This is an optimization exercise on Yosys and OpenROAD, whose aim is small area, not a production implementation.
Only simulation tests tie the RTL to the original design; equivalence was not proved.
Power and IR drop assume default switching activity. No driver is modelled on the clock port, so clocking that relies on it looks cheaper here than on a real chip.

==> constraint.sdc <==
create_clock -name core_clock -period 5.0 [get_ports {clk}]
set_input_delay 1.0000 -clock core_clock [delete_from_list [all_inputs] [get_ports {clk}]]
set_output_delay 1.0000 -clock core_clock [all_outputs]
set_load 0.01 [all_outputs]
==> run.sh <==
#!/bin/bash
# synth_recipe.tcl (not shown) runs the flow's synth.tcl, then flattens the netlist and writes it again
# the make line also repeats each setting of config.mk as NAME=value (left out here)
make -C /OpenROAD-flow-scripts/flow DESIGN_CONFIG=/design/flow/config.mk WORK_HOME=/design/flow/orfs CLKGATE_MAP_FILE= SYNTH_SCRIPT=/design/flow/synth_recipe.tcl finish
==> design.v <==
module window_gen_top (
  input  logic         clk,
  input  logic         rst_n,
  input  logic         aclr,
  input  logic         ien,
  input  logic         isof,
  input  logic [9:0]   per_img_Y,
  output logic         oen,
  output logic [249:0] win_data,
  output logic [5:0]   win_row,
  output logic [5:0]   win_col,
  output logic         win_inside
);
  window_gen_kxk #(
    .DW(10), .K(5), .IMG_W(64), .IMG_H(48), .ZERO_PAD(1)
  ) u_core (
    .clk        (clk),
    .rst_n      (rst_n),
    .aclr       (aclr),
    .ien        (ien),
    .isof       (isof),
    .per_img_Y  (per_img_Y),
    .oen        (oen),
    .win_data   (win_data),
    .win_row    (win_row),
    .win_col    (win_col),
    .win_inside (win_inside)
  );
endmodule

package window_gen_kxk_pkg;
  localparam int ZP_RAW  = 0;   
  localparam int ZP_ZERO = 1;   
  function automatic integer tap_idx(input integer i, input integer j, input integer k);
    tap_idx = i * k + j;
  endfunction
  function automatic integer coord_w(input integer n);
    coord_w = (n > 2) ? $clog2(n) : 1;
  endfunction
endpackage
module line_delay #(
  parameter int DW    = 10,
  parameter int IMG_W = 640
)(
  input  logic          clk,
  input  logic          i_en,
  input  logic [DW-1:0] i_din,
  output logic [DW-1:0] o_dout
);
  logic [IMG_W-1:0][DW-1:0] r_mem;
  always_ff @(posedge clk) begin
    if (i_en) r_mem <= {r_mem[IMG_W-2:0], i_din};
  end
  assign o_dout = r_mem[IMG_W-1];
endmodule
module window_gen_kxk #(
  parameter int DW       = 10,
  parameter int K        = 3,
  parameter int IMG_W    = 640,
  parameter int IMG_H    = 480,
  parameter int ZERO_PAD = window_gen_kxk_pkg::ZP_ZERO
)(
  input  logic                      clk,
  input  logic                      rst_n,
  input  logic                      aclr,
  input  logic                      ien,
  input  logic                      isof,
  input  logic [DW-1:0]             per_img_Y,
  output logic                      oen,
  output logic [K*K*DW-1:0]         win_data,
  output logic [window_gen_kxk_pkg::coord_w(IMG_H)-1:0] win_row,
  output logic [window_gen_kxk_pkg::coord_w(IMG_W)-1:0] win_col,
  output logic                      win_inside
);
  localparam int RW = window_gen_kxk_pkg::coord_w(IMG_H);
  localparam int CW = window_gen_kxk_pkg::coord_w(IMG_W);
  localparam logic [RW-1:0] LAST_ROW = RW'(IMG_H - 1);
  localparam logic [CW-1:0] LAST_COL = CW'(IMG_W - 1);
  logic [RW-1:0] r_row, r_orow, w_row, w_row_nxt;
  logic [CW-1:0] r_col, r_ocol, w_col, w_col_nxt;
  logic          r_oen;
  logic          w_en;
  logic [K-1:0][K-1:0][DW-1:0] r_win;
  logic [K-1:0][DW-1:0]        w_rowin;
  assign w_en = ien & ~aclr;
  always_comb begin
    w_row     = isof ? '0 : r_row;
    w_col     = isof ? '0 : r_col;
    w_col_nxt = w_col + 1'b1;
    w_row_nxt = w_row;
    if (w_col == LAST_COL) begin
      w_col_nxt = '0;
      w_row_nxt = (w_row == LAST_ROW) ? '0 : w_row + 1'b1;
    end
  end
  assign w_rowin[K-1] = per_img_Y;
  genvar d;
  for (d = 0; d < K - 1; d++) begin : g_dly
    line_delay #(.DW(DW), .IMG_W(IMG_W)) u_dly (
      .clk    (clk),
      .i_en   (w_en),
      .i_din  (w_rowin[K-1-d]),
      .o_dout (w_rowin[K-2-d])
    );
  end
  always_ff @(posedge clk or negedge rst_n) begin
    if (!rst_n) begin
      r_row  <= '0;
      r_col  <= '0;
      r_orow <= '0;
      r_ocol <= '0;
      r_oen  <= 1'b0;
      r_win  <= '0;
    end else if (aclr) begin
      r_row  <= '0;
      r_col  <= '0;
      r_orow <= '0;
      r_ocol <= '0;
      r_oen  <= 1'b0;
      r_win  <= '0;
    end else begin
      r_oen <= ien;
      if (ien) begin
        r_row  <= w_row_nxt;
        r_col  <= w_col_nxt;
        r_orow <= w_row;
        r_ocol <= w_col;
        for (int i = 0; i < K; i++)
          r_win[i] <= {w_rowin[i], r_win[i][K-1:1]};
      end
    end
  end
  always_comb begin
    win_data = '0;
    for (int i = 0; i < K; i++) begin
      for (int j = 0; j < K; j++) begin
        if (ZERO_PAD == window_gen_kxk_pkg::ZP_RAW ||
            (int'(r_orow) >= K - 1 - i && int'(r_ocol) >= K - 1 - j))
          win_data[window_gen_kxk_pkg::tap_idx(i, j, K)*DW +: DW] = r_win[i][j];
      end
    end
  end
  assign oen        = r_oen;
  assign win_row    = r_orow;
  assign win_col    = r_ocol;
  assign win_inside = (int'(r_orow) >= K - 1) && (int'(r_ocol) >= K - 1);
endmodule
==> config.mk <==
export PLATFORM = sky130hd
export DESIGN_NAME = window_gen_top
export DESIGN_NICKNAME = window_gen_top
export VERILOG_FILES = /design/flow/design.v
export SDC_FILE = /design/flow/constraint.sdc
export NUM_CORES = 4
export LEC_CHECK = 0
export CAP_MARGIN = 20
export CORE_MARGIN = 2
export CORE_UTILIZATION = 50
export SLEW_MARGIN = 20
==> results by group, run 1 <==
Run status
  • Status: no timing/DRC/antenna violations

STA
  • Min Tclk post-route: about 4.7 ns
  • Final setup fails: 0
  • Setup TNS: 0 ns
  • Clk_skew: about 0.058 ns
  • Worst slew margin: 0.332
  • Slew @ Worst Pin: ~1 ns
  • RSZ-0062 raised after global routing: no
  • Final worst-path cycle share: 0.934
  • Fmax: between 200 and 250 MHz
  • Final hold violations: 0
  • Count of pins over their slew limit: 0
  • Final WS setup: about 0.33 ns

Pwr
  • Clock network power share: 0.422
  • Internal: slightly below 0.04 W
  • Worst VDD drop: around 0.38 mV
  • Pwr dens: 458 mW/mm^2
  • Sequential power share: 0.562
  • Sw Ratio: 0.190
  • Switching power: roughly 0.0092 W
  • Comb power frac: 0.016
  • Lkg Pwr: 36.9 nW

Worst setup path
  • Startpoint types: register
  • Slowest cell on the critical path: or4_4
  • Delay-heaviest family, CP: simple AND/OR/NAND/NOR gates
  • Buffer and inverter count on the worst path: 1
  • Worst endpoint required time: roughly 4 ns
  • CP max FO: 53
  • CP Capture Type: output port
  • Worst EP arrival: around 3.7 ns
  • Worst path cell trace: or4_4 > or3_4 > and3_1 > clkdlybuf4s50_1
  • Largest stage delay, worst path: between 0.8 and 0.9 ns
  • Critical path type: reg2out

GRT
  • Initial antenna violation count: 6
  • Met1 Usage GRT: 0.217
  • First-pass GRT wire length: ~210000 um
  • Met2 usage: 0.217
  • Vias in the first global route: roughly 34000
  • Largest net degree at the start of global routing: between 100 and 150
  • Busiest grt layer: met2
  • Met3 Resource Use GR: 0.0292
  • GRT Util Overall: 0.147
  • Total congestion overflow: 0

Clock network
  • Clock Latency Late Sink: 0.88 ns
  • CTS max path bufs: 4
  • Root Driver: clkbuf_16
  • TritonCTS buffer count: between 200 and 300
  • CTS tree: yes
  • Worst-path clk slew: ~0.060 ns
  • H-tree depth: 5
  • Setup repair bufs after CTS: 0
  • CTS sink cnt: 2835

Floorplanning
  • Core ar.: roughly 0.18 mm^2
  • I/O Pins: approximately 280
  • Row Count: approximately 160
  • Area of the die: between 0.15 and 0.2 mm^2
  • Starting Density: 0.504
  • DIE WIDTH: between 400 and 500 um
  • Chip height: 428 um

Detailed routing
  • Pre-Repair DR Iteration Count: 5
  • Drt via density: 5.02
  • Remaining DRCs: 0
  • Final ANT Viol Nets: 0
  • WL per Instance: between 15 and 20 um
  • Final wirelength: around 140000 um
  • Vias: 34600
  • First DRT Iteration DRCs: ~3300

Layout
  • Most frequent cells in the layout: edfxtp_1 (2560), clkbuf_16 (299), clkdlybuf4s50_1 (275), dfrtp_1 (275), nor2_1 (263)
  • Nets: roughly 4300
  • Multi-input gate area: roughly 0.0057 mm^2
  • Commonest non-fill, non-tap cell in the layout: edfxtp_1
  • Fillers: about 13000
  • FF+latch area: around 0.084 mm^2
  • Area Overhead vs Synth: 16.8%
  • Proportion of layout cells with a drive suffix above 1: 0.105

Synth
  • Seq cells post-synth: 2835
  • Post-synthesis cell type count: 37
  • Syn Nets: between 3000 and 4000
  • Asr flop ratio synth: 0.0970
  • Average size of a mapped cell: 23.7 um^2
  • Sequential-to-total area share from yosys stat: 0.931
  • Number of synthesized flops with an enable pin: 2560
  • Ys Warns: 2
  • Synthesized area: 0.0900 mm^2
  • Syn Inst Count: about 3800
  • Leading register cell type out of synthesis: edfxtp_1

Flow run
  • MaxCap Viol Count: 0

Place
  • PortBufs: roughly 280
  • Placer Congestion: 0.759
  • DP HPWL: 73500 um
  • Setup WS pre-CTS: around 0.8 ns

Min path
  • HP Class: in2async
[per-stage QoR]
step	power (W)	hold WS, ns	std cells	instance area, um^2	utilization
finish	0.0481	0.0936	6895	105000	0.588
global route	0.0499	0.0881	6893	105000	0.588
CTS	0.0489	0.0851	6891	105000	0.588
detailed placement	0.0283	0.405	6392	96100	0.538
global placement	0.0283	0.400	6390	96000	0.538
floorplan	0.0291	0.400	3804	90000	-
[sequential cells by signal (all words and copies together) (netlist names)]
register                  flops
u_core.r_oen                  1
u_core.r_orow                 6
u_core.r_col                  6
u_core.r_ocol                 6
u_core.r_row                  6
u_core.g_dly.u_dly.r_mem   2560
u_core.r_win                250
[per-layer routing]
metal | wire length, um | vias up
met1 | 64400 | 18000
met4 | 4530 | 0
li1 | - | 15800
met2 | 63300 | 593
met3 | 5080 | 288
met5 | 0 | -
[power by group through the flow]
| stage | Sequential (W) | Clock, W | Combinational [W] |
|---|---|---|---|
| CTS | 0.0271 | 0.0210 | 0.000773 |
| detailed placement | 0.0275 | 0 | 0.000778 |
| global placement | 0.0275 | 0 | 0.000760 |
| global route | 0.0271 | 0.0219 | 0.000841 |
| floorplan | 0.0286 | 0 | 0.000479 |
| finish | 0.0271 | 0.0203 | 0.000751 |
[final timing paths]
check / slack, ns / endpoint / depth (start not counted) / from
max in group asynchronous: 3.68 / u_core.r_win[185] / 2 / rst_n
hold reg to reg: 0.39 / u_core.g_dly[2].u_dly.r_mem[217] / 0 / u_core.g_dly[2].u_dly.r_mem[207]
setup / recovery: 0.33 / win_data[184] / 4 / u_core.r_ocol[4]
setup reg to reg: 3.02 / u_core.r_row[1] / 6 / u_core.r_col[1]
min in group core_clock: 0.39 / u_core.g_dly[2].u_dly.r_mem[217] / 0 / u_core.g_dly[2].u_dly.r_mem[207]
hold / removal: 0.09 / u_core.r_win[147] / 1 / rst_n
[cell type report]
class	count	share of cell area
flip-flops and latches	2835	0.797
clock buffers	381	0.0753
multi-input cells	854	0.0541
repair buffers	347	0.0355
well taps	2355	0.0280
clock inverters	118	0.00998
inverters	2	0.0000714
diodes	3	0.0000714
[cell usage after synthesis, types with 6 or more instances]
cell | instances | area [um^2]
nand3b_1 | 6 | 45.0
and3_1 | 161 | 1010
mux2i_1 | 260 | 2600
o21ai_0 | 6 | 30.0
buf_2 | 23 | 115
dfrtp_1 | 275 | 6880
buf_6 | 10 | 113
nor2b_1 | 6 | 37.5
and2_1 | 80 | 500
nand2_1 | 18 | 67.6
a21oi_1 | 13 | 65.1
nor2_1 | 264 | 991
buf_4 | 10 | 75.1
clkbuf_1 | 65 | 244
edfxtp_1 | 2560 | 76900
[repair_timing]
action	in CTS	in global routing
pin swaps	0	0
endpoints found under the setup margin	49	19
resized for setup	1	1
hold buffers	0	0
[kinds of logic after synthesis]
| group | share of synthesized area |
|---|---|
| flops | 0.931 |
| compound gates | 0.00185 |
| simple gates | 0.0317 |
| fa+ha+maj | 0.000278 |
| buf+inv | 0.00637 |
| mux | 0.0289 |
| xor+xnor | 0.0000974 |
==> inputs of run 2 (changes only) <==
--- a/design.v
+++ b/design.v
@@ -41,16 +41,16 @@
 module line_delay #(
   parameter int DW    = 10,
-  parameter int IMG_W = 640
+  parameter int DEPTH = 64
 )(
-  input  logic          clk,
-  input  logic          i_en,
-  input  logic [DW-1:0] i_din,
-  output logic [DW-1:0] o_dout
+  input  logic                  clk,
+  input  logic                  i_en,
+  input  logic [DW-1:0]         i_din,
+  output logic [DEPTH-1:0][DW-1:0] o_mem
 );
-  logic [IMG_W-1:0][DW-1:0] r_mem;
+  logic [DEPTH-1:0][DW-1:0] r_mem;
   always_ff @(posedge clk) begin
-    if (i_en) r_mem <= {r_mem[IMG_W-2:0], i_din};
+    if (i_en) r_mem <= {r_mem[DEPTH-2:0], i_din};
   end
-  assign o_dout = r_mem[IMG_W-1];
+  assign o_mem = r_mem;
 endmodule
 module window_gen_kxk #(
@@ -75,57 +75,47 @@
   localparam int RW = window_gen_kxk_pkg::coord_w(IMG_H);
   localparam int CW = window_gen_kxk_pkg::coord_w(IMG_W);
+  localparam int DEPTH = (K - 1) * IMG_W + K;
   localparam logic [RW-1:0] LAST_ROW = RW'(IMG_H - 1);
   localparam logic [CW-1:0] LAST_COL = CW'(IMG_W - 1);
-  logic [RW-1:0] r_row, r_orow, w_row, w_row_nxt;
-  logic [CW-1:0] r_col, r_ocol, w_col, w_col_nxt;
+  logic [RW-1:0] r_orow, w_row;
+  logic [CW-1:0] r_ocol, w_col;
   logic          r_oen;
-  logic          w_en;
-  logic [K-1:0][K-1:0][DW-1:0] r_win;
-  logic [K-1:0][DW-1:0]        w_rowin;
-  assign w_en = ien & ~aclr;
+  logic          r_vld;    
+  logic [DEPTH-1:0][DW-1:0] w_hist;
   always_comb begin
-    w_row     = isof ? '0 : r_row;
-    w_col     = isof ? '0 : r_col;
-    w_col_nxt = w_col + 1'b1;
-    w_row_nxt = w_row;
-    if (w_col == LAST_COL) begin
-      w_col_nxt = '0;
-      w_row_nxt = (w_row == LAST_ROW) ? '0 : w_row + 1'b1;
+    w_row = r_orow;
+    w_col = r_ocol + 1'b1;
+    if (r_ocol == LAST_COL) begin
+      w_col = '0;
+      w_row = (r_orow == LAST_ROW) ? '0 : r_orow + 1'b1;
+    end
+    if (isof || !r_vld) begin
+      w_row = '0;
+      w_col = '0;
     end
   end
-  assign w_rowin[K-1] = per_img_Y;
-  genvar d;
-  for (d = 0; d < K - 1; d++) begin : g_dly
-    line_delay #(.DW(DW), .IMG_W(IMG_W)) u_dly (
-      .clk    (clk),
-      .i_en   (w_en),
-      .i_din  (w_rowin[K-1-d]),
-      .o_dout (w_rowin[K-2-d])
-    );
-  end
+  line_delay #(.DW(DW), .DEPTH(DEPTH)) u_hist (
+    .clk    (clk),
+    .i_en   (ien),
+    .i_din  (~per_img_Y),
+    .o_mem  (w_hist)
+  );
   always_ff @(posedge clk or negedge rst_n) begin
     if (!rst_n) begin
-      r_row  <= '0;
-      r_col  <= '0;
       r_orow <= '0;
       r_ocol <= '0;
       r_oen  <= 1'b0;
-      r_win  <= '0;
+      r_vld  <= 1'b0;
     end else if (aclr) begin
-      r_row  <= '0;
-      r_col  <= '0;
       r_orow <= '0;
       r_ocol <= '0;
       r_oen  <= 1'b0;
-      r_win  <= '0;
+      r_vld  <= 1'b0;
     end else begin
       r_oen <= ien;
       if (ien) begin
-        r_row  <= w_row_nxt;
-        r_col  <= w_col_nxt;
         r_orow <= w_row;
         r_ocol <= w_col;
-        for (int i = 0; i < K; i++)
-          r_win[i] <= {w_rowin[i], r_win[i][K-1:1]};
+        r_vld  <= 1'b1;
       end
     end
@@ -135,7 +125,8 @@
     for (int i = 0; i < K; i++) begin
       for (int j = 0; j < K; j++) begin
-        if (ZERO_PAD == window_gen_kxk_pkg::ZP_RAW ||
-            (int'(r_orow) >= K - 1 - i && int'(r_ocol) >= K - 1 - j))
-          win_data[window_gen_kxk_pkg::tap_idx(i, j, K)*DW +: DW] = r_win[i][j];
+        if (r_vld && (ZERO_PAD == window_gen_kxk_pkg::ZP_RAW ||
+            (int'(r_orow) >= K - 1 - i && int'(r_ocol) >= K - 1 - j)))
+          win_data[window_gen_kxk_pkg::tap_idx(i, j, K)*DW +: DW] =
+            ~w_hist[(K - 1 - i) * IMG_W + (K - 1 - j)];
       end
     end
==> results by group, run 2 <==
Run status
  • Status: no timing/DRC/antenna violations

Synth
  • Average size of a mapped cell: 26.9 um^2 (+14%)
  • Post-synthesis cell type count: 41 (+11%)
  • Number of synthesized flops with an enable pin: 2610 (+2.0%)
  • Most frequent cell after synthesis: edfxtp_1
  • Share of the synthesized area in the top cell type: 0.974 (+0.119)
  • Leading area contributor after synthesis: edfxtp_1
  • Seq cells post-synth: 2624 (-7.4%)
  • Synthesized area: 0.0805 mm^2 (-11%)
  • Asr flop ratio synth: 0.00534 (-0.0917)
  • Syn Inst Count: 2998 (-21%)
  • Syn Nets: 3021 (-21%)
  • Ys Warns: 2 (unchanged)
  • Sequential-to-total area share from yosys stat: 0.978 (+0.0472)
  • Leading register cell type out of synthesis: edfxtp_1
  • Post-synth top cells: edfxtp_1 (2610), nor2_1 (249), inv_1 (16), dfrtp_1 (14)
  • Top cells by area, synth: edfxtp_1 (97%), nor2_1 (1.2%), dfrtp_1 (0.44%)

STA
  • Count of pins over their slew limit: 0 (unchanged)
  • Slew @ Worst Pin: 1.07 ns (+0.0649 ns)
  • Worst slew margin: 0.288 (-0.0433)
  • Final WS setup: 0.234 ns (-0.0970 ns)
  • Final worst-path cycle share: 0.953 (+0.0194)
  • RSZ-0062 raised after global routing: no
  • Min Tclk post-route: 4.77 ns (+0.0970 ns)
  • Clk_skew: 0.0428 ns (-0.0148 ns)
  • Final setup fails: 0 (unchanged)
  • Final hold violations: 0 (unchanged)
  • Setup TNS: 0 ns (unchanged)
  • Fmax: 210 MHz (-2.0%)

Layout
  • Commonest non-fill, non-tap cell in the layout: edfxtp_1
  • Top Registers: u_core.u_hist.r_mem (2610), u_core.r_ocol (6), u_core.r_orow (6)
  • Most frequent cells in the layout: edfxtp_1 (2610), clkdlybuf4s50_1 (277), nor2_1 (249)
  • Post-Layout Inst Area: 0.0941 mm^2 (-10%)
  • Nets: 3562 (-18%)
  • Proportion of layout cells with a drive suffix above 1: 0.105 (-0.000158)
  • Final core occ: 0.587 (-0.00121)
  • Largest Register: u_core.u_hist.r_mem
  • Area Overhead vs Synth: 16.9% (about the same)
  • Max reg flops: 2610 (+2.0%)
  • Fillers: 11000 (-13%)

Clock network
  • CTS sink cnt: 2624 (-7.4%)
  • Setup repair bufs after CTS: 0 (unchanged)
  • CTS tree: yes
  • Hold_buf cts: 0 (unchanged)
  • Worst-path clk slew: 0.06 ns (about the same)
  • Root Driver: clkbuf_16
  • H-tree depth: 4 (-1)
  • Clock Latency Late Sink: 0.84 ns (-0.04 ns)
  • TritonCTS buffer count: 237 (-18%)
  • CTS max path bufs: 3 (-1)
  • Post_cts resized: 0 (-1)

Place
  • Placer Congestion: 0.809 (+6.6%)
  • Placed cell area: 0.0864 mm^2 (-10%)
  • Setup WS pre-CTS: 1.12 ns (+0.328 ns)
  • PortBufs: 278 (unchanged)
  • DP HPWL: 56700 um (-23%)

Detailed routing
  • Vias: 29400 (-15%)
  • Drt via density: 4.98 (-0.90%)
  • Remaining DRCs: 0 (unchanged)
  • First DRT Iteration DRCs: 3122 (-4.1%)
  • WL per Instance: 19.2 um (-3.7%)
  • Final wirelength: 113000 um (-18%)
  • Final ANT Viol Nets: 0 (unchanged)
  • Pre-Repair DR Iteration Count: 7 (+2)

GRT
  • Largest net degree at the start of global routing: 206 (+60%)
  • Initial antenna violation count: 11 (+5)
  • First-pass GRT wire length: 171000 um (-17%)
  • Total congestion overflow: 0 (unchanged)
  • Vias in the first global route: 28800 (-14%)
  • GRT Util Overall: 0.135 (-0.0117)

Floorplanning
  • I/O Pins: 279 (unchanged)
  • DIE WIDTH: 405 um (-5.4%)
  • Area of the die: 0.164 mm^2 (-10%)
  • Row Count: 147 (-5.2%)
  • Core ar.: 0.160 mm^2 (-10%)
  • Starting Density: 0.502 (-0.00128)
  • Chip height: 405 um (-5.4%)

Min path
  • Hold Path Depth: 0
  • HP Class: reg2reg

Worst setup path
  • CP Capture Type: output port
  • Critical path type: reg2out
  • Buffer and inverter count on the worst path: 1 (unchanged)
  • Slowest cell on the critical path: or3b_1
  • Worst EP arrival: 3.77 ns (+0.10 ns)
  • CP max FO: 13 (-75%)
  • Worst endpoint required time: 4.00 ns (about the same)
  • Delay-heaviest family, CP: simple AND/OR/NAND/NOR gates
  • Crit path depth: 5 (+1)
  • Largest stage delay, worst path: 0.74 ns (-0.15 ns)
  • Startpoint types: register
  • Worst path cell trace: or4_4 > or3b_1 > nand3_4 > nor2_1 > clkdlybuf4s50_1
  • R2R depth: 4 (-2)

Pwr
  • Pwr dens: 468 mW/mm^2 (+2.2%)
  • Lkg Pwr: 31.6 nW (-15%)
  • Worst VDD drop: 0.364 mV (-3.5%)
  • Tot Pwr: 0.0440 W (-8.5%)

Flow run
  • MaxCap Viol Count: 0 (unchanged)
## run 2: changes by cell type in the layout (fill, tap and decap cells not counted), moves of 11 or more
cell,before,now
buf_4,37,24
nor2_1,263,249
buf_12,30,14
edfxtp_1,2560,2610
mux2i_1,260,1
inv_1,1,16
and2_1,80,1
clkbuf_8,12,0
a21oi_1,13,2
and3_1,161,2
clkinv_1,37,69
clkbuf_1,70,42
clkbuf_16,299,237
dfrtp_1,275,13
## run 2: cell families after synthesis
family / Yosys count / synth area share
adder cells (fa/ha/maj): 8 / 0.00124
buffers and inverters: 30 / 0.00171
XOR/XNOR: 1 / 0.000109
AO/OA/AOI/OAI: 33 / 0.00284
flip-flops: 2624 / 0.978
multiplexers: 1 / 0.000124
AND/OR/NAND/NOR: 301 / 0.0160
## run 2: worst reg2reg max path: cells and delay by family, from the launching register on
kind	cells	cell delay, ns
and+or+nand+nor	2	1.13
AOI/OAI and AO/OA	2	0.72
DFF	1	0.92
## run 2: layout make-up
cell class                 count  area (um^2)  share of cell area
sequential                  2624        78700               0.837
clock buffer                 279         6090              0.0647
timing repair buffer         316         3260              0.0347
tap                         2160         2700              0.0287
multi-input combinational    344         1640              0.0174
clock inverter               163         1580              0.0168
inverter                      16         60.1            0.000638
antenna                        2         5.00           0.0000532
## run 2: final timing paths
check | end | slack (ns) | from
worst max-delay path | win_data[183] | 0.23 | u_core.r_ocol[2]
worst min-delay path | u_core.u_hist.r_mem[1711] | 0.38 | u_core.u_hist.r_mem[1701]
worst max register to register | u_core.r_orow[4] | 2.11 | u_core.r_vld
worst min register to register | u_core.u_hist.r_mem[1711] | 0.38 | u_core.u_hist.r_mem[1701]
max in group asynchronous | u_core.r_vld | 3.92 | rst_n
min in group asynchronous | u_core.r_ocol[2] | 0.58 | rst_n
## run 2: metal layers
layer	vias to the layer above	track usage	part of all wire
met5	-	0	0.00032
met4	6	0.0464	0.024
met3	238	0.0405	0.073
met2	880	0.179	0.41
met1	15200	0.214	0.49
li1	13000	-	-
## run 2: through the flow
stage                     hold WS (ns)  std cells
after floorplan                  0.400       2998
after global placement           0.401       5460
after detailed placement         0.405       5460
after CTS                        0.382       5902
after global routing             0.383       5902
final                            0.384       5904
## run 2: report_power, final
part	switching, W	total, W	leakage (nW)	internal (W)
Clock	0.00764	0.0175	3.72	0.00987
Sequential	0.000411	0.0260	25.7	0.0256
Combinational	0.000430	0.000503	2.10	0.0000729
==> inputs of run 3 (changes only) <==
--- a/design.v
+++ b/design.v
@@ -43,14 +43,17 @@
   parameter int DEPTH = 64
 )(
-  input  logic                  clk,
-  input  logic                  i_en,
-  input  logic [DW-1:0]         i_din,
-  output logic [DEPTH-1:0][DW-1:0] o_mem
+  input  logic          clk,
+  input  logic          i_en,
+  input  logic          i_en_n,
+  input  logic [DW-1:0] i_din,
+  output logic [DW-1:0] o_dout
 );
   logic [DEPTH-1:0][DW-1:0] r_mem;
   always_ff @(posedge clk) begin
-    if (i_en) r_mem <= {r_mem[DEPTH-2:0], i_din};
+    r_mem[0] <= ~((r_mem[0] | {DW{i_en}}) & (i_din | {DW{i_en_n}}));
+    for (int k = 1; k < DEPTH; k++)
+      r_mem[k] <= ~((r_mem[k] | {DW{i_en}}) & (r_mem[k-1] | {DW{i_en_n}}));
   end
-  assign o_mem = r_mem;
+  assign o_dout = r_mem[DEPTH-1];
 endmodule
 module window_gen_kxk #(
@@ -75,5 +78,4 @@
   localparam int RW = window_gen_kxk_pkg::coord_w(IMG_H);
   localparam int CW = window_gen_kxk_pkg::coord_w(IMG_W);
-  localparam int DEPTH = (K - 1) * IMG_W + K;
   localparam logic [RW-1:0] LAST_ROW = RW'(IMG_H - 1);
   localparam logic [CW-1:0] LAST_COL = CW'(IMG_W - 1);
@@ -82,5 +84,7 @@
   logic          r_oen;
   logic          r_vld;    
-  logic [DEPTH-1:0][DW-1:0] w_hist;
+  logic          r_ph;     
+  logic [K-1:0][K-1:0][DW-1:0] r_tap;    
+  logic [K-2:0][DW-1:0]        w_dly;    
   always_comb begin
     w_row = r_orow;
@@ -95,10 +99,29 @@
     end
   end
-  line_delay #(.DW(DW), .DEPTH(DEPTH)) u_hist (
-    .clk    (clk),
-    .i_en   (ien),
-    .i_din  (~per_img_Y),
-    .o_mem  (w_hist)
-  );
+  genvar d;
+  for (d = 1; d < K; d++) begin : g_dly
+    line_delay #(.DW(DW), .DEPTH(IMG_W - K)) u_dly (
+      .clk    (clk),
+      .i_en   (ien),
+      .i_en_n (~ien),
+      .i_din  (r_tap[d][0] ^ {DW{r_ph}}),
+      .o_dout (w_dly[d-1])
+    );
+  end
+  always_ff @(posedge clk or negedge rst_n) begin
+    if (!rst_n) r_ph <= 1'b0;
+    else        r_ph <= ~r_ph;
+  end
+  logic [K-1:0][DW-1:0] w_tapin;    
+  assign w_tapin[K-1] = ~per_img_Y;
+  genvar t;
+  for (t = 0; t < K; t++) begin : g_tap
+    if (t < K - 1) begin : g_in
+      assign w_tapin[t] = w_dly[t] ^ {DW{r_ph}};
+    end
+    always_ff @(posedge clk) begin
+      if (ien) r_tap[t] <= {w_tapin[t], r_tap[t][K-1:1]};
+    end
+  end
   always_ff @(posedge clk or negedge rst_n) begin
     if (!rst_n) begin
@@ -121,13 +144,12 @@
     end
   end
-  always_comb begin
-    win_data = '0;
-    for (int i = 0; i < K; i++) begin
-      for (int j = 0; j < K; j++) begin
-        if (r_vld && (ZERO_PAD == window_gen_kxk_pkg::ZP_RAW ||
-            (int'(r_orow) >= K - 1 - i && int'(r_ocol) >= K - 1 - j)))
-          win_data[window_gen_kxk_pkg::tap_idx(i, j, K)*DW +: DW] =
-            ~w_hist[(K - 1 - i) * IMG_W + (K - 1 - j)];
-      end
+  genvar i, j;
+  for (i = 0; i < K; i++) begin : g_row
+    for (j = 0; j < K; j++) begin : g_col
+      logic w_show;
+      assign w_show = r_vld && (ZERO_PAD == window_gen_kxk_pkg::ZP_RAW ||
+                      (int'(r_orow) >= K - 1 - i && int'(r_ocol) >= K - 1 - j));
+      assign win_data[window_gen_kxk_pkg::tap_idx(i, j, K)*DW +: DW] =
+        w_show ? ~r_tap[i][j] : '0;
     end
   end
--- a/config.mk
+++ b/config.mk
@@ -10,2 +10,3 @@
 export CORE_UTILIZATION = 50
 export SLEW_MARGIN = 20
+export SYNTH_HIERARCHICAL = 1
==> results by group, run 3 <==
Layout
  • Largest Register: u_core.g_dly.u_dly.r_mem
  • Fillers: 12400 (+12%)
  • Proportion of layout cells with a drive suffix above 1: 0.0791 (-0.0257)
  • Max reg flops: 2360 (-9.6%)
  • Multi-input gate area: 0.0171 mm^2 (+940%)
  • Nets: 6050 (+70%)
  • Area Overhead vs Synth: 14.9%
  • Ant diodes: 0 (-2)
  • Post-Layout Inst Area: 0.0868 mm^2 (-7.7%)
  • FF+latch area: 0.0551 mm^2 (-30%)
  • Final core occ: 0.579 (-0.00840)
  • Most frequent cells in the layout: o22ai_1 (2363), dfxtp_1 (2360), clkdlybuf4s50_1 (277)
  • Commonest non-fill, non-tap cell in the layout: o22ai_1
  • Top Registers: u_core.g_dly.u_dly.r_mem (2360), u_core.r_tap (250)

Run status
  • Status: no timing/DRC/antenna violations

STA
  • Final setup fails: 0 (unchanged)
  • Clk_skew: 0.0463 ns (+0.00349 ns)
  • Slew @ Worst Pin: 1.07 ns (+0.00384 ns)
  • WHS: 0.407 ns (+0.0231 ns)
  • Worst slew margin: 0.286 (-0.00256)
  • RSZ-0062 raised after global routing: no
  • Min Tclk post-route: 4.79 ns (+0.0275 ns)
  • Count of pins over their slew limit: 0 (unchanged)
  • Final worst-path cycle share: 0.959 (+0.00550)
  • Setup TNS: 0 ns (unchanged)
  • Final hold violations: 0 (unchanged)
  • Fmax: 209 MHz (-0.57%)

Min path
  • Hold Startpoint: u_core.g_dly[2].u_dly.r_mem[448]
  • Hold Path Depth: 1 (+1)
  • HP Class: reg2reg

Clock network
  • TritonCTS buffer count: 240 (+1.3%)
  • Worst-path clk slew: 0.06 ns (about the same)
  • Hold_buf cts: 0 (unchanged)
  • H-tree depth: 4 (unchanged)
  • Setup repair bufs after CTS: 0 (unchanged)
  • Root Driver: clkbuf_16
  • CTS max path bufs: 3 (unchanged)
  • CTS sink cnt: 2625 (+0.038%)
  • Clock Latency Late Sink: 0.87 ns (+0.03 ns)
  • CTS tree: yes

Worst setup path
  • Buffer and inverter count on the worst path: 1 (unchanged)
  • Slowest cell on the critical path: clkdlybuf4s50_1
  • R2R depth: 5 (+1)
  • Worst endpoint required time: 4.00 ns (about the same)
  • Worst path cell trace: or4_1 > nand2b_1 > nand3_2 > nor2_2 > clkdlybuf4s50_1
  • Delay-heaviest family, CP: simple AND/OR/NAND/NOR gates
  • FF-to-FF Start: u_core.r_vld
  • Startpoint types: register
  • Crit path launch: u_core.r_ocol[3]
  • CP Capture Type: output port
  • Worst EP arrival: 3.79 ns (+0.02 ns)
  • CP max FO: 12 (-1)
  • Largest stage delay, worst path: 0.64 ns (-0.10 ns)
  • Crit path depth: 5 (unchanged)
  • Critical path type: reg2out

Detailed routing
  • Final wirelength: 147000 um (+30%)
  • Drt via density: 5.61 (+13%)
  • First DRT Iteration DRCs: 2779 (-11%)
  • Final ANT Viol Nets: 0 (unchanged)
  • WL per Instance: 17.8 um (-7.0%)
  • Pre-Repair DR Iteration Count: 4 (-3)
  • Vias: 46300 (+58%)
  • Remaining DRCs: 0 (unchanged)

GRT
  • Total congestion overflow: 0 (unchanged)
  • Largest net degree at the start of global routing: 231 (+12%)
  • First-pass GRT wire length: 237000 um (+38%)
  • Vias in the first global route: 43600 (+51%)
  • GRT Util Overall: 0.186 (+0.0506)
  • Initial antenna violation count: 13 (+2)

Flow run
  • MaxCap Viol Count: 0 (unchanged)

Synth
  • Ys Warns: 8 (+6)
  • Asr flop ratio synth: 0.00571 (+0.000379)
  • Leading register cell type out of synthesis: dfxtp_1
  • Seq cells post-synth: 2625 (+0.038%)
  • Post-synthesis cell type count: 43 (+4.9%)
  • Syn Inst Count: 6020 (+100%)
  • Synthesized area: 0.0755 mm^2 (-6.2%)
  • Most frequent cell after synthesis: o22ai_1
  • Sequential-to-total area share from yosys stat: 0.730 (-0.248)
  • Top cells by area, synth: dfxtp_1 (63%), o22ai_1 (20%), edfxtp_1 (9.9%)
  • Post-synth top cells: o22ai_1 (2363), dfxtp_1 (2360), buf_2 (488), nor2_1 (251), edfxtp_1 (250)
  • Syn Nets: 6043 (+100%)
  • Leading area contributor after synthesis: dfxtp_1
  • Number of synthesized flops with an enable pin: 250 (-90%)
  • Average size of a mapped cell: 12.5 um^2 (-53%)
  • Share of the synthesized area in the top cell type: 0.625 (-0.348)

Place
  • Placed cell area: 0.0785 mm^2 (-9.1%)
  • PortBufs: 278 (unchanged)
  • DP HPWL: 84800 um (+50%)
  • Placer Congestion: 0.869 (+7.5%)

Floorplanning
  • Starting Density: 0.504 (+0.00122)
  • Core ar.: 0.150 mm^2 (-6.4%)
  • DIE WIDTH: 393 um (-3.1%)
  • Row Count: 142 (-3.4%)
  • Chip height: 393 um (-3.1%)
  • Area of the die: 0.154 mm^2 (-6.1%)
  • I/O Pins: 279 (unchanged)

Pwr
  • Pwr dens: 545 mW/mm^2 (+16%)
  • Worst VDD drop: 0.357 mV (-2.1%)
  • Lkg Pwr: 32.2 nW (+2.1%)
==> run 3: cell count changes in the layout (fill, tap and decap cells not counted), sizes merged, moves of 3 or more <==
cell      change
buf          +39
bufinv       -12
clkbuf       +87
clkinv       -62
clkinvlp      -6
dfxtp      +2360
edfxtp     -2360
inv           +4
nand2         -4
nand4         +3
o22ai      +2362
xor2         +80
==> run 3: area by class of cell <==
type | instances | area share
multi-input cells | 2786 | 0.197
clock buffers | 366 | 0.0833
repair buffers | 355 | 0.0427
clock inverters | 84 | 0.0116
inverters | 19 | 0.000908
flip-flops and latches | 2625 | 0.635
well taps | 2016 | 0.0291
==> run 3: power by group <==
| group | switching [W] | internal [W] |
|---|---|---|
| sequential | 0.00181 | 0.0244 |
| clock | 0.00784 | 0.0105 |
| combinational | 0.00125 | 0.00142 |
| total | 0.0109 | 0.0364 |
==> run 3: timing repair <==
action                                  in CTS  in global routing
endpoints found under the hold margin        0                  0
endpoints found under the setup margin       1                  0
gates resized for setup                      1                  0
==> run 3: per-stage QoR <==
stage / setup WS [ns] / instances / total power (W)
6_report: 0.207 / 8251 / 0.0473
3_5_place_dp: 0.851 / 7801 / 0.0293
5_1_grt: 0.0589 / 8251 / 0.0493
4_1_cts: 0.204 / 8251 / 0.0477
3_3_place_gp: 0.916 / 7801 / 0.0292
2_1_floorplan: 2.30 / 6020 / 0.0284
==> run 3: kinds of logic (layout without fill, tap and decap cells) <==
logic type | after synthesis | count (layout) | share of synthesized area
flops | 2625 | 2625 | 0.730
compound gates | 2392 | 2392 | 0.198
buf+inv | 609 | 824 | 0.0436
simple gates | 304 | 304 | 0.0175
xor+xnor | 82 | 82 | 0.00951
fa+ha+maj | 8 | 8 | 0.00133
==> run 3: per-layer routing <==
metal | global-route usage | vias to the layer above | part of all wire
met4 | 0.0619 | 10 | 0.025
li1 | - | 23100 | -
met2 | 0.252 | 779 | 0.41
met5 | 0 | - | 0.00041
met3 | 0.0362 | 256 | 0.044
met1 | 0.292 | 22100 | 0.53
==> run 3: path summary, 6_finish.rpt <==
kind / end / slack, ns
min: u_core.g_dly[2].u_dly.r_mem[458] / 0.41
max reg2reg: u_core.r_orow[5] / 2.76
max in group asynchronous: u_core.r_ph / 3.80
max: win_data[22] / 0.21
min in group asynchronous: u_core.r_ph / 0.63
min reg2reg: u_core.g_dly[2].u_dly.r_mem[458] / 0.41
==> inputs of run 4 (changes only) <==
==> flow/run.sh (new file) <==
#!/bin/bash
set -euo pipefail
bash standard.sh \
  "CTS_ARGS=-sink_clustering_enable -repair_clock_nets -dont_use_dummy_load -sink_clustering_size 28 -sink_clustering_max_diameter 100" \
  "BUFFER_PORTS_ARGS=-buffer_cell sky130_fd_sc_hd__buf_1" \
  finish > standard_flow.log 2>&1
==> standard.sh (new file) <==
#!/bin/bash
# synth_recipe.tcl (not shown) runs the flow's synth.tcl, then flattens the netlist and writes it again
# the make line also repeats each setting of config.mk as NAME=value (left out here)
make -C /OpenROAD-flow-scripts/flow DESIGN_CONFIG=/design/flow/config.mk WORK_HOME=/design/flow/orfs CLKGATE_MAP_FILE= SYNTH_SCRIPT=/design/flow/synth_recipe.tcl "${@:-finish}"
--- a/config.mk
+++ b/config.mk
@@ -8,5 +8,5 @@
 export CAP_MARGIN = 20
 export CORE_MARGIN = 2
-export CORE_UTILIZATION = 50
+export CORE_UTILIZATION = 65
 export SLEW_MARGIN = 20
 export SYNTH_HIERARCHICAL = 1
removed: run.sh
==> results by group, run 4 <==
Detailed routing
  • Drt via density: 6.06 (+8.0%)
  • First DRT Iteration DRCs: 3186 (+15%)
  • Final ANT Viol Nets: 0 (unchanged)
  • Remaining DRCs: 0 (unchanged)
  • Vias: 44800 (-3.2%)
  • Final wirelength: 131000 um (-11%)
  • Pre-Repair DR Iteration Count: 5 (+1)
  • WL per Instance: 17.7 um (-0.54%)

STA
  • RSZ-0062 raised after global routing: no
  • Worst slew margin: 0.260 (-0.0259)
  • Count of pins over their slew limit: 0 (unchanged)
  • Setup TNS: 0 ns (unchanged)
  • Min Tclk post-route: 4.28 ns (-0.517 ns)
  • Slew @ Worst Pin: 1.11 ns (+0.0388 ns)
  • Final hold violations: 0 (unchanged)
  • Final worst-path cycle share: 0.855 (-0.103)
  • Final setup fails: 0 (unchanged)
  • Fmax: 234 MHz (+12%)
  • Clk_skew: 0.0268 ns (-0.0195 ns)

Layout
  • Nets: 5899 (-2.5%)
  • Proportion of layout cells with a drive suffix above 1: 0.0320 (-0.0471)
  • Most frequent cells in the layout: o22ai_1 (2363), dfxtp_1 (2360), buf_1 (277)
  • Max reg flops: 2360 (unchanged)
  • Largest Register: u_core.g_dly.u_dly.r_mem
  • Area Overhead vs Synth: 4.16%
  • Fillers: 8707 (-30%)
  • Top Registers: u_core.g_dly.u_dly.r_mem (2360), u_core.r_tap (250)
  • Commonest non-fill, non-tap cell in the layout: o22ai_1

Worst setup path
  • CP endpoint: win_data[228]
  • Crit path launch: u_core.r_ocol[4]
  • CP max FO: 12 (unchanged)
  • R2R depth: 5 (unchanged)
  • Startpoint types: register
  • CP Capture Type: output port
  • Worst endpoint required time: 4.00 ns (about the same)
  • Worst EP arrival: 3.28 ns (-0.51 ns)
  • FF-to-FF Start: u_core.r_vld
  • Critical path type: reg2out
  • R2r setup slk: 3.01 ns (+0.25 ns)
  • Worst flop-to-flop path endpoint: u_core.r_ocol[4]

Synth
  • Post-synthesis cell type count: 43 (unchanged)
  • Syn Inst Count: 6020 (unchanged)
  • Syn Nets: 6043 (unchanged)
  • Post-synth top cells: o22ai_1 (2363), dfxtp_1 (2360), buf_2 (488), nor2_1 (251), edfxtp_1 (250)
  • Most frequent cell after synthesis: o22ai_1
  • Number of synthesized flops with an enable pin: 250 (unchanged)
  • Leading register cell type out of synthesis: dfxtp_1
  • Leading area contributor after synthesis: dfxtp_1
  • Seq cells post-synth: 2625 (unchanged)
  • Asr flop ratio synth: 0.00571 (unchanged)
  • Share of the synthesized area in the top cell type: 0.625 (unchanged)
  • Average size of a mapped cell: 12.5 um^2 (unchanged)
  • Sequential-to-total area share from yosys stat: 0.730 (unchanged)
  • Top cells by area, synth: dfxtp_1 (63%), o22ai_1 (20%), edfxtp_1 (9.9%)
  • Synthesized area: 0.0755 mm^2 (unchanged)
  • Ys Warns: 8 (unchanged)

GRT
  • First-pass GRT wire length: 211000 um (-11%)
  • GRT Util Overall: 0.212 (+0.0261)
  • Largest net degree at the start of global routing: 247 (+6.9%)
  • Total congestion overflow: 0 (unchanged)
  • Initial antenna violation count: 2 (-11)
  • Vias in the first global route: 39700 (-8.8%)

Place
  • Placer Congestion: 0.867 (-0.23%)
  • DP HPWL: 76800 um (-9.5%)
  • PortBufs: 278 (unchanged)

Pwr
  • Worst VDD drop: 0.318 mV (-11%)
  • Tot Pwr: 0.0383 W (-19%)
  • Pwr dens: 486 mW/mm^2 (-11%)
  • Lkg Pwr: 28.7 nW (-11%)

Floorplanning
  • DIE WIDTH: 345 um (-12%)
  • I/O Pins: 279 (unchanged)
  • Starting Density: 0.653 (+0.149)
  • Area of the die: 0.119 mm^2 (-23%)
  • Chip height: 345 um (-12%)
  • Core ar.: 0.116 mm^2 (-23%)
  • Row Count: 125 (-12%)

Min path
  • HP Class: in2async

Clock network
  • Clock Latency Late Sink: 0.71 ns (-0.16 ns)
  • Worst-path clk slew: 0.11 ns (+0.05 ns)
  • CTS max path bufs: 3 (unchanged)
  • Hold_buf cts: 0 (unchanged)
  • TritonCTS buffer count: 103 (-57%)
  • Root Driver: clkbuf_16
  • CTS tree: yes
  • CTS sink cnt: 2625 (unchanged)
  • Setup repair bufs after CTS: 0 (unchanged)
  • Post_cts resized: 0 (-1)
  • H-tree depth: 3 (-1)

Flow run
  • MaxCap Viol Count: 0 (unchanged)

Run status
  • Status: no timing/DRC/antenna violations
run 4: report_power, final:
| group | switching, W | total (W) | internal (W) | leakage, nW |
|---|---|---|---|---|
| Combinational | 0.00124 | 0.00263 | 0.00139 | 4.89 |
| Sequential | 0.00176 | 0.0261 | 0.0244 | 22.6 |
| Clock | 0.00579 | 0.00950 | 0.00370 | 1.27 |
run 4: routing by layer:
metal / global-route usage / wire (um) / part of all wire
met1: 0.354 / 70000 / 0.53
met2: 0.282 / 52500 / 0.40
met3: 0.0359 / 5940 / 0.045
met4: 0.0490 / 2740 / 0.021
met5: 0 / 0 / 0
run 4: cell families (layout without fill, tap and decap cells):
logic type               count (synthesis)  in the layout  synth area share
adder cells (fa/ha/maj)                  8              8           0.00133
XOR/XNOR                                82             82           0.00951
AO/OA/AOI/OAI                         2392           2392             0.198
AND/OR/NAND/NOR                        304            304            0.0175
buffers and inverters                  609            463            0.0436
flip-flops                            2625           2625             0.730
other                                    0              1                 0
run 4: critical path, stage by stage (launching register included):
cell and delay, ns:
dfrtp_1 0.45, or4_1 0.83, nand2b_1 0.54, nand2_1 0.51, nor2_1 0.09, buf_1 0.14
run 4: stage by stage:
stage	instances	hold WS [ns]	setup WS, ns	cell area [um^2]	util
2_1_floorplan	6020	0.412	2.30	75500	-
3_3_place_gp	7295	0.427	1.53	76100	0.658
3_5_place_dp	7295	0.430	1.44	76100	0.658
4_1_cts	7398	0.397	0.650	78700	0.680
5_1_grt	7398	0.442	0.576	78700	0.680
6_report	7399	0.419	0.724	78700	0.680
run 4: area by class of cell:
cell class	instances	area [um^2]	area share
repair buffers	341	1870	0.0238
well taps	1524	1910	0.0242
inverters	19	78.8	0.00100
multi-input cells	2786	17100	0.217
diodes	1	2.50	0.0000318
flip-flops and latches	2625	55100	0.701
clock buffers	103	2580	0.0328
run 4: worst min path at each step:
stage          slack, ns                               end                        startpoint
4_1_cts             0.40                  u_core.r_orow[4]                             rst_n
3_3_place_gp        0.43  u_core.g_dly[3].u_dly.r_mem[577]  u_core.g_dly[3].u_dly.r_mem[567]
2_1_floorplan       0.41  u_core.g_dly[1].u_dly.r_mem[577]  u_core.g_dly[1].u_dly.r_mem[567]
6_report            0.42                  u_core.r_orow[4]                             rst_n
5_1_grt             0.44  u_core.g_dly[4].u_dly.r_mem[558]  u_core.g_dly[4].u_dly.r_mem[548]
3_5_place_dp        0.43  u_core.g_dly[2].u_dly.r_mem[577]  u_core.g_dly[2].u_dly.r_mem[567]
==> inputs of run 5 (changes only) <==
--- a/design.v
+++ b/design.v
@@ -56,4 +56,22 @@
   end
   assign o_dout = r_mem[DEPTH-1];
+endmodule
+module line_taps #(
+  parameter int DW = 10,
+  parameter int K  = 3
+)(
+  input  logic                  clk,
+  input  logic                  i_en,
+  input  logic                  i_en_n,
+  input  logic [DW-1:0]         i_din,
+  output logic [K-1:0][DW-1:0]  o_tap
+);
+  logic [K-1:0][DW-1:0] r_tap;
+  always_ff @(posedge clk) begin
+    r_tap[K-1] <= (r_tap[K-1] | {DW{i_en}}) & (i_din | {DW{i_en_n}});
+    for (int j = 0; j < K - 1; j++)
+      r_tap[j] <= (r_tap[j] | {DW{i_en}}) & (r_tap[j+1] | {DW{i_en_n}});
+  end
+  assign o_tap = r_tap;
 endmodule
 module window_gen_kxk #(
@@ -120,7 +138,11 @@
       assign w_tapin[t] = w_dly[t] ^ {DW{r_ph}};
     end
-    always_ff @(posedge clk) begin
-      if (ien) r_tap[t] <= {w_tapin[t], r_tap[t][K-1:1]};
-    end
+    line_taps #(.DW(DW), .K(K)) u_taps (
+      .clk    (clk),
+      .i_en   (ien),
+      .i_en_n (~ien),
+      .i_din  (w_tapin[t]),
+      .o_tap  (r_tap[t])
+    );
   end
   always_ff @(posedge clk or negedge rst_n) begin
==> results by group, run 5 <==
Clock network
  • Post_cts resized: 0 (unchanged)
  • H-tree depth: 3 (unchanged)
  • Root Driver: clkbuf_16
  • Clock Latency Late Sink: 0.71 ns (about the same)
  • TritonCTS buffer count: 103 (unchanged)
  • Setup repair bufs after CTS: 0 (unchanged)
  • Worst-path clk slew: 0.11 ns (about the same)
  • Hold_buf cts: 0 (unchanged)
  • CTS sink cnt: 2625 (unchanged)
  • CTS tree: yes
  • CTS max path bufs: 3 (unchanged)

Floorplanning
  • Starting Density: 0.654 (+0.00144)
  • Core ar.: 0.116 mm^2 (+0.13%)
  • Row Count: 125 (unchanged)
  • I/O Pins: 279 (unchanged)
  • Area of the die: 0.119 mm^2 (+0.35%)
  • Chip height: 345 um (+0.18%)
  • DIE WIDTH: 345 um (+0.18%)

Worst setup path
  • Worst EP arrival: 3.88 ns (+0.60 ns)
  • Crit path launch: u_core.r_ocol[5]
  • Startpoint types: register
  • Slowest cell on the critical path: or4_1
  • R2R depth: 4 (-1)
  • CP max FO: 12 (unchanged)
  • Worst flop-to-flop path endpoint: u_core.r_orow[2]
  • R2r setup slk: 2.20 ns (-0.81 ns)
  • Largest stage delay, worst path: 1.06 ns (+0.23 ns)
  • Worst path cell trace: or4_1 > nand2b_1 > nand2b_1 > nor2_1 > buf_1
  • Crit path depth: 5 (unchanged)
  • FF-to-FF Start: u_core.r_vld
  • Critical path type: reg2out
  • Buffer and inverter count on the worst path: 1 (unchanged)
  • Delay-heaviest family, CP: simple AND/OR/NAND/NOR gates
  • Worst endpoint required time: 4.00 ns (about the same)
  • CP endpoint: win_data[79]
  • Most common cell on crit path: nand2b_1
  • CP Capture Type: output port

Layout
  • Fillers: 8985 (+3.2%)
  • Commonest non-fill, non-tap cell in the layout: dfxtp_1
  • Area Overhead vs Synth: 3.54%
  • Post-Layout Inst Area: 0.0785 mm^2 (-0.24%)
  • Fin cells: 7657 (+3.5%)
  • Final core occ: 0.677 (-0.00258)
  • Nets: 6158 (+4.4%)
  • FF+latch area: 0.0526 mm^2 (-4.5%)
  • Most frequent cells in the layout: dfxtp_1 (2610), o22ai_1 (2361), buf_1 (277)
  • Largest Register: u_core.g_dly.u_dly.r_mem
  • Ant diodes: 0 (-1)
  • Multi-input gate area: 0.0193 mm^2 (+13%)
  • Proportion of layout cells with a drive suffix above 1: 0.0331 (+0.00109)
  • Max reg flops: 2360 (unchanged)
  • Top Registers: u_core.g_dly.u_dly.r_mem (2360), u_core.g_tap.u_taps.r_tap (250)

Detailed routing
  • Remaining DRCs: 0 (unchanged)
  • Pre-Repair DR Iteration Count: 5 (unchanged)
  • Final ANT Viol Nets: 0 (unchanged)
  • Final wirelength: 129000 um (-1.3%)
  • Vias: 46500 (+3.7%)
  • First DRT Iteration DRCs: 2919 (-8.4%)
  • Drt via density: 6.07 (+0.19%)
  • WL per Instance: 16.9 um (-4.6%)

STA
  • Min Tclk post-route: 4.88 ns (+0.599 ns)
  • Final WS setup: 0.124 ns (-0.599 ns)
  • Clk_skew: 0.0245 ns (-0.00235 ns)
  • Final worst-path cycle share: 0.975 (+0.120)
  • Fmax: 205 MHz (-12%)
  • Final hold violations: 0 (unchanged)
  • Slew @ Worst Pin: 1.15 ns (+0.0411 ns)
  • Worst slew margin: 0.233 (-0.0273)
  • Setup TNS: 0 ns (unchanged)
  • Count of pins over their slew limit: 0 (unchanged)
  • RSZ-0062 raised after global routing: no
  • Final setup fails: 0 (unchanged)

Synth
  • Most frequent cell after synthesis: dfxtp_1
  • Average size of a mapped cell: 12.0 um^2 (-4.5%)
  • Ys Warns: 9 (+1)
  • Seq cells post-synth: 2625 (unchanged)
  • Number of synthesized flops with an enable pin: 0 (-100%)
  • Synthesized area: 0.0758 mm^2 (+0.36%)
  • Share of the synthesized area in the top cell type: 0.689 (+0.0638)
  • Post-synthesis cell type count: 39 (-9.3%)
  • Post-synth top cells: dfxtp_1 (2610), o22ai_1 (2361), buf_2 (487), o22a_1 (251), nor2_1 (248)
  • Asr flop ratio synth: 0.00571 (unchanged)
  • Leading area contributor after synthesis: dfxtp_1
  • Syn Nets: 6348 (+5.0%)
  • Top cells by area, synth: dfxtp_1 (69%), o22ai_1 (19%), buf_2 (3.2%)
  • Syn Inst Count: 6325 (+5.1%)
  • Sequential-to-total area share from yosys stat: 0.694 (-0.0356)
  • Leading register cell type out of synthesis: dfxtp_1

Run status
  • Status: no timing/DRC/antenna violations

GRT
  • Initial antenna violation count: 5 (+3)
  • Largest net degree at the start of global routing: 254 (+2.8%)
  • Vias in the first global route: 42400 (+6.8%)
  • First-pass GRT wire length: 216000 um (+2.4%)
  • Total congestion overflow: 0 (unchanged)
  • GRT Util Overall: 0.209 (-0.00284)

Pwr
  • Pwr dens: 493 mW/mm^2 (+1.3%)
  • Worst VDD drop: 0.376 mV (+18%)
  • Switching power: 0.00907 W (+3.1%)
  • Lkg Pwr: 28.7 nW (about the same)
  • Sw Ratio: 0.235 (+0.00461)
  • Internal: 0.0296 W (+0.44%)
  • Comb power frac: 0.077 (+0.008)
  • Clock network power share: 0.245 (-0.003)
  • Sequential power share: 0.678 (-0.005)

Min path
  • HP Class: in2async

Place
  • Placer Congestion: 0.899 (+3.6%)
  • PortBufs: 278 (unchanged)
  • Placed cell area: 0.0759 mm^2 (-0.25%)
  • Cell count after placement: 7554 (+3.6%)
  • DP HPWL: 76600 um (-0.31%)
  • Setup WS pre-CTS: 1.01 ns (-0.424 ns)

Flow run
  • MaxCap Viol Count: 0 (unchanged)
[run 5: cell types whose count changed after synthesis, sizes merged, moves of 2 or more]
cell and change:
a31oi -3, and3 -2, buf +60, dfxtp +250, edfxtp -250, nand2 +2, nand4 -3, nor2 -3
o22a +250, o22ai -2, o41ai +2, or4 +2
[run 5: cell type report]
cell class / instances / share of cell area
sequential: 2625 / 0.671
multi-input combinational: 3032 / 0.246
clock buffer: 103 / 0.0328
timing repair buffer: 355 / 0.0257
tap: 1524 / 0.0243
inverter: 18 / 0.000957
[run 5: worst min-delay path by stage]
stage                     cells after the start                        startpoint                          endpoint
after floorplan                               1  u_core.g_dly[1].u_dly.r_mem[567]  u_core.g_dly[1].u_dly.r_mem[577]
after global placement                        1  u_core.g_dly[1].u_dly.r_mem[567]  u_core.g_dly[1].u_dly.r_mem[577]
after detailed placement                      1  u_core.g_dly[1].u_dly.r_mem[567]  u_core.g_dly[1].u_dly.r_mem[577]
after CTS                                     1                             rst_n                      u_core.r_oen
after global routing                          1                             rst_n                      u_core.r_oen
final                                         1                             rst_n                      u_core.r_oen
[run 5: stage by stage]
stage	hold slack [ns]	power [W]
floorplan	0.412	0.0288
global placement	0.419	0.0295
detailed placement	0.428	0.0297
CTS	0.354	0.0390
global route	0.400	0.0405
finish	0.386	0.0387
[run 5: cell families after synthesis]
family,after synthesis,synth area share
adder cells (fa/ha/maj),8,0.00132
buffers and inverters,668,0.0514
AO/OA/AOI/OAI,2640,0.226
AND/OR/NAND/NOR,302,0.0172
flip-flops,2625,0.694
XOR/XNOR,82,0.00947
[run 5: metal layers]
layer  global-route usage  routed length, um  vias to the layer above
met5                    0                  0                        -
met2                0.315              55800                      647
met4               0.0493               2830                        0
met3               0.0293               4690                      166
li1                     -                  -                    23700
met1                0.319              66100                    21900
[run 5: power by group through the flow]
stage	combinational, W	clock [W]	sequential (W)
2_1_floorplan	0.00278	0	0.0260
3_5_place_dp	0.00300	0	0.0267
3_3_place_gp	0.00285	0	0.0266
5_1_grt	0.00338	0.0105	0.0266
4_1_cts	0.00301	0.00978	0.0262
6_report	0.00299	0.00946	0.0262
[run 5: worst register-to-register path, cell delays in order, from the launching register on]
cell and delay, ns:
dfrtp_2 0.94, nor3b_1 0.97, o22ai_1 0.46, nand2_1 0.21, o21ai_0 0.11
==> inputs of run 6 (changes only) <==
--- a/config.mk
+++ b/config.mk
@@ -8,5 +8,5 @@
 export CAP_MARGIN = 20
 export CORE_MARGIN = 2
-export CORE_UTILIZATION = 65
+export CORE_UTILIZATION = 80
 export SLEW_MARGIN = 20
 export SYNTH_HIERARCHICAL = 1
==> results by group, run 6 <==
Layout
  • Top Registers: u_core.g_dly.u_dly.r_mem (2360), u_core.g_tap.u_taps.r_tap (250)
  • Max reg flops: 2360 (unchanged)
  • Largest Register: u_core.g_dly.u_dly.r_mem
  • Commonest non-fill, non-tap cell in the layout: dfxtp_1
  • Final core occ: 0.835 (+0.158)
  • Area Overhead vs Synth: 3.09%
  • Post-Layout Inst Area: 0.0781 mm^2 (-0.43%)
  • Ant diodes: 0 (unchanged)
  • Most frequent cells in the layout: dfxtp_1 (2610), o22ai_1 (2361), buf_1 (277)
  • Proportion of layout cells with a drive suffix above 1: 0.0329 (-0.000163)
  • Nets: 6158 (unchanged)
  • Fillers: 5119 (-43%)

Worst setup path
  • Critical path type: reg2out
  • Largest stage delay, worst path: 0.94 ns (-0.12 ns)
  • CP max FO: 12 (unchanged)
  • CP Capture Type: output port
  • R2r setup slk: 2.54 ns (+0.34 ns)
  • Worst path cell trace: or4_1 > or3b_1 > nand3_4 > nor2_1 > buf_1
  • Startpoint types: register
  • FF-to-FF Start: u_core.r_vld
  • Worst endpoint required time: 4.00 ns (about the same)
  • R2R depth: 4 (unchanged)
  • Slowest cell on the critical path: or4_1
  • Worst EP arrival: 3.30 ns (-0.58 ns)
  • Worst flop-to-flop path endpoint: u_core.r_orow[2]

Detailed routing
  • Vias: 47900 (+3.0%)
  • Final ANT Viol Nets: 0 (unchanged)
  • First DRT Iteration DRCs: 3478 (+19%)
  • Pre-Repair DR Iteration Count: 5 (unchanged)
  • Drt via density: 6.48 (+6.8%)
  • Remaining DRCs: 0 (unchanged)
  • Final wirelength: 138000 um (+6.3%)
  • WL per Instance: 18.6 um (+10%)

Synth
  • Seq cells post-synth: 2625 (unchanged)
  • Post-synth top cells: dfxtp_1 (2610), o22ai_1 (2361), buf_2 (487), o22a_1 (251), nor2_1 (248)
  • Share of the synthesized area in the top cell type: 0.689 (unchanged)
  • Ys Warns: 9 (unchanged)
  • Number of synthesized flops with an enable pin: 0 (unchanged)
  • Sequential-to-total area share from yosys stat: 0.694 (unchanged)
  • Syn Inst Count: 6325 (unchanged)
  • Average size of a mapped cell: 12.0 um^2 (unchanged)
  • Leading register cell type out of synthesis: dfxtp_1
  • Post-synthesis cell type count: 39 (unchanged)
  • Synthesized area: 0.0758 mm^2 (unchanged)
  • Leading area contributor after synthesis: dfxtp_1
  • Syn Nets: 6348 (unchanged)
  • Most frequent cell after synthesis: dfxtp_1
  • Asr flop ratio synth: 0.00571 (unchanged)
  • Top cells by area, synth: dfxtp_1 (69%), o22ai_1 (19%), buf_2 (3.2%)

Pwr
  • Comb power frac: 0.079 (+0.002)
  • Pwr dens: 497 mW/mm^2 (+0.93%)
  • Sequential power share: 0.677 (about the same)
  • Worst VDD drop: 0.409 mV (+8.9%)
  • Clock network power share: 0.244 (about the same)
  • Internal: 0.0296 W (about the same)
  • Tot Pwr: 0.0389 W (+0.50%)
  • Lkg Pwr: 28.7 nW (about the same)
  • Switching power: 0.00925 W (+2.0%)
  • Sw Ratio: 0.238 (+0.00362)

STA
  • Setup TNS: 0 ns (unchanged)
  • RSZ-0062 raised after global routing: no
  • Final hold violations: 0 (unchanged)
  • Final setup fails: 0 (unchanged)
  • Slew @ Worst Pin: 1.01 ns (-0.136 ns)
  • Fmax: 232 MHz (+13%)
  • Final worst-path cycle share: 0.861 (-0.114)
  • Count of pins over their slew limit: 0 (unchanged)
  • Worst slew margin: 0.324 (+0.0910)
  • Min Tclk post-route: 4.30 ns (-0.572 ns)
  • Final WS setup: 0.696 ns (+0.572 ns)
  • Clk_skew: 0.0350 ns (+0.0105 ns)

Clock network
  • Post_cts resized: 0 (unchanged)
  • Setup repair bufs after CTS: 0 (unchanged)
  • Root Driver: clkbuf_16
  • CTS max path bufs: 3 (unchanged)
  • CTS tree: yes
  • Hold_buf cts: 0 (unchanged)
  • H-tree depth: 3 (unchanged)
  • Clock Latency Late Sink: 0.70 ns (about the same)
  • Worst-path clk slew: 0.11 ns (about the same)
  • TritonCTS buffer count: 103 (unchanged)
  • CTS sink cnt: 2625 (unchanged)

Flow run
  • MaxCap Viol Count: 0 (unchanged)

Floorplanning
  • Core ar.: 0.0936 mm^2 (-19%)
  • I/O Pins: 279 (unchanged)
  • Row Count: 112 (-10%)
  • Chip height: 312 um (-9.7%)
  • Area of the die: 0.0972 mm^2 (-19%)
  • DIE WIDTH: 312 um (-9.7%)
  • Starting Density: 0.810 (+0.156)

Place
  • Setup WS pre-CTS: 1.47 ns (+0.459 ns)
  • Placed cell area: 0.0756 mm^2 (-0.45%)
  • Placer Congestion: 0.904 (+0.53%)
  • DP HPWL: 81800 um (+6.8%)
  • PortBufs: 278 (unchanged)

GRT
  • Initial antenna violation count: 1 (-4)
  • Vias in the first global route: 44700 (+5.3%)
  • First-pass GRT wire length: 224000 um (+4.1%)
  • Largest net degree at the start of global routing: 249 (-2.0%)
  • GRT Util Overall: 0.271 (+0.0622)
  • Total congestion overflow: 0 (unchanged)

Run status
  • Status: no timing/DRC/antenna violations

Min path
  • HP Class: in2async
==> run 6: layout make-up <==
cell class | instances | area (um^2) | share of cell area
flip-flops and latches | 2625 | 52600 | 0.673
multi-input cells | 3032 | 19300 | 0.247
clock buffers | 103 | 2580 | 0.0330
repair buffers | 355 | 2010 | 0.0258
well taps | 1254 | 1570 | 0.0201
inverters | 18 | 75.1 | 0.000961
==> run 6: critical path, delay by kind of cell (launching register included) <==
| kind | cells | cell delay [ns] |
|---|---|---|
| buffers and inverters | 1 | 0.14 |
| flip-flops | 1 | 0.43 |
| AND/OR/NAND/NOR | 4 | 2.02 |
==> run 6: logic make-up after synthesis <==
| kind of cell | after synthesis | share of synthesized area |
|---|---|---|
| AOI/OAI and AO/OA | 2640 | 0.226 |
| buffers and inverters | 668 | 0.0514 |
| xor gates and xnor gates | 82 | 0.00947 |
| adders and majority gates | 8 | 0.00132 |
| DFF | 2625 | 0.694 |
| and+or+nand+nor | 302 | 0.0172 |
==> run 6: power groups by stage <==
stage | registers, W | logic, W | clock network (W)
2_1_floorplan | 0.0260 | 0.00278 | 0
3_3_place_gp | 0.0265 | 0.00282 | 0
3_5_place_dp | 0.0267 | 0.00305 | 0
4_1_cts | 0.0263 | 0.00309 | 0.00957
5_1_grt | 0.0267 | 0.00343 | 0.0103
6_report | 0.0263 | 0.00308 | 0.00946
==> run 6: worst max-delay path by stage <==
stage          depth (start not counted)  slack, ns             start            end
2_1_floorplan                          5       2.29  u_core.r_orow[5]  win_data[150]
5_1_grt                                6       0.57  u_core.r_orow[4]   win_data[56]
3_3_place_gp                           5       1.52  u_core.r_orow[5]  win_data[156]
4_1_cts                                5       0.70  u_core.r_orow[5]  win_data[170]
6_report                               5       0.70  u_core.r_orow[5]  win_data[173]
3_5_place_dp                           5       1.47  u_core.r_orow[5]  win_data[176]
==> run 6: per-layer routing <==
| metal | GRT usage | up-vias | routed length (um) |
|---|---|---|---|
| met5 | 0 | - | 0 |
| met4 | 0.0579 | 0 | 2590 |
| met3 | 0.0335 | 176 | 5270 |
| met2 | 0.450 | 876 | 66100 |
| met1 | 0.386 | 23200 | 63700 |
| li1 | - | 23700 | - |
==> run 6: stage by stage <==
step                hold slack (ns)  cells
finish                        0.431   7387
CTS                           0.414   7387
detailed placement            0.432   7284
global route                  0.446   7387
global placement              0.420   7284
floorplan                     0.412   6325

re-timing with driven ports:
In the flow no input, the clock included, has a driving cell. The finished layouts below were timed again as built, in two steps.
Step 1: set_driving_cell puts a clkbuf_16 on clk and a buf_2 on each other input, an assumption about the parent block.
Step 2 moves the port delays by t, midway between the first and last clock arrival at a register: inputs arrive t later, outputs are due t later. That takes back most of the time a late clock gives input paths.
a / b / c = no drivers / after step 1 / after step 2; a / b = the first two.
| run | t, ns | setup slack, ns | clock arrival spread, ns | worst register clock-pin slew, ns | pins driven straight from the clock port |
|---|---|---|---|---|---|
| run 1 | 0.931 | 0.331 / 0.255 / 1.186 | 0.065 / 0.065 | 0.07 / 0.07 | 1 |
| run 2 | 0.895 | 0.234 / 0.156 / 1.052 | 0.054 / 0.053 | 0.07 / 0.07 | 1 |
| run 3 | 0.918 | 0.207 / 0.126 / 1.044 | 0.063 / 0.064 | 0.07 / 0.07 | 1 |
| run 4 | 0.782 | 0.724 / 0.643 / 1.425 | 0.041 / 0.041 | 0.11 / 0.11 | 1 |
| run 5 | 0.775 | 0.124 / 0.046 / 0.821 | 0.039 / 0.038 | 0.11 / 0.11 | 1 |
| run 6 | 0.766 | 0.696 / 0.614 / 1.380 | 0.048 / 0.048 | 0.11 / 0.11 | 1 |
After both steps setup and hold are still met in every run listed.
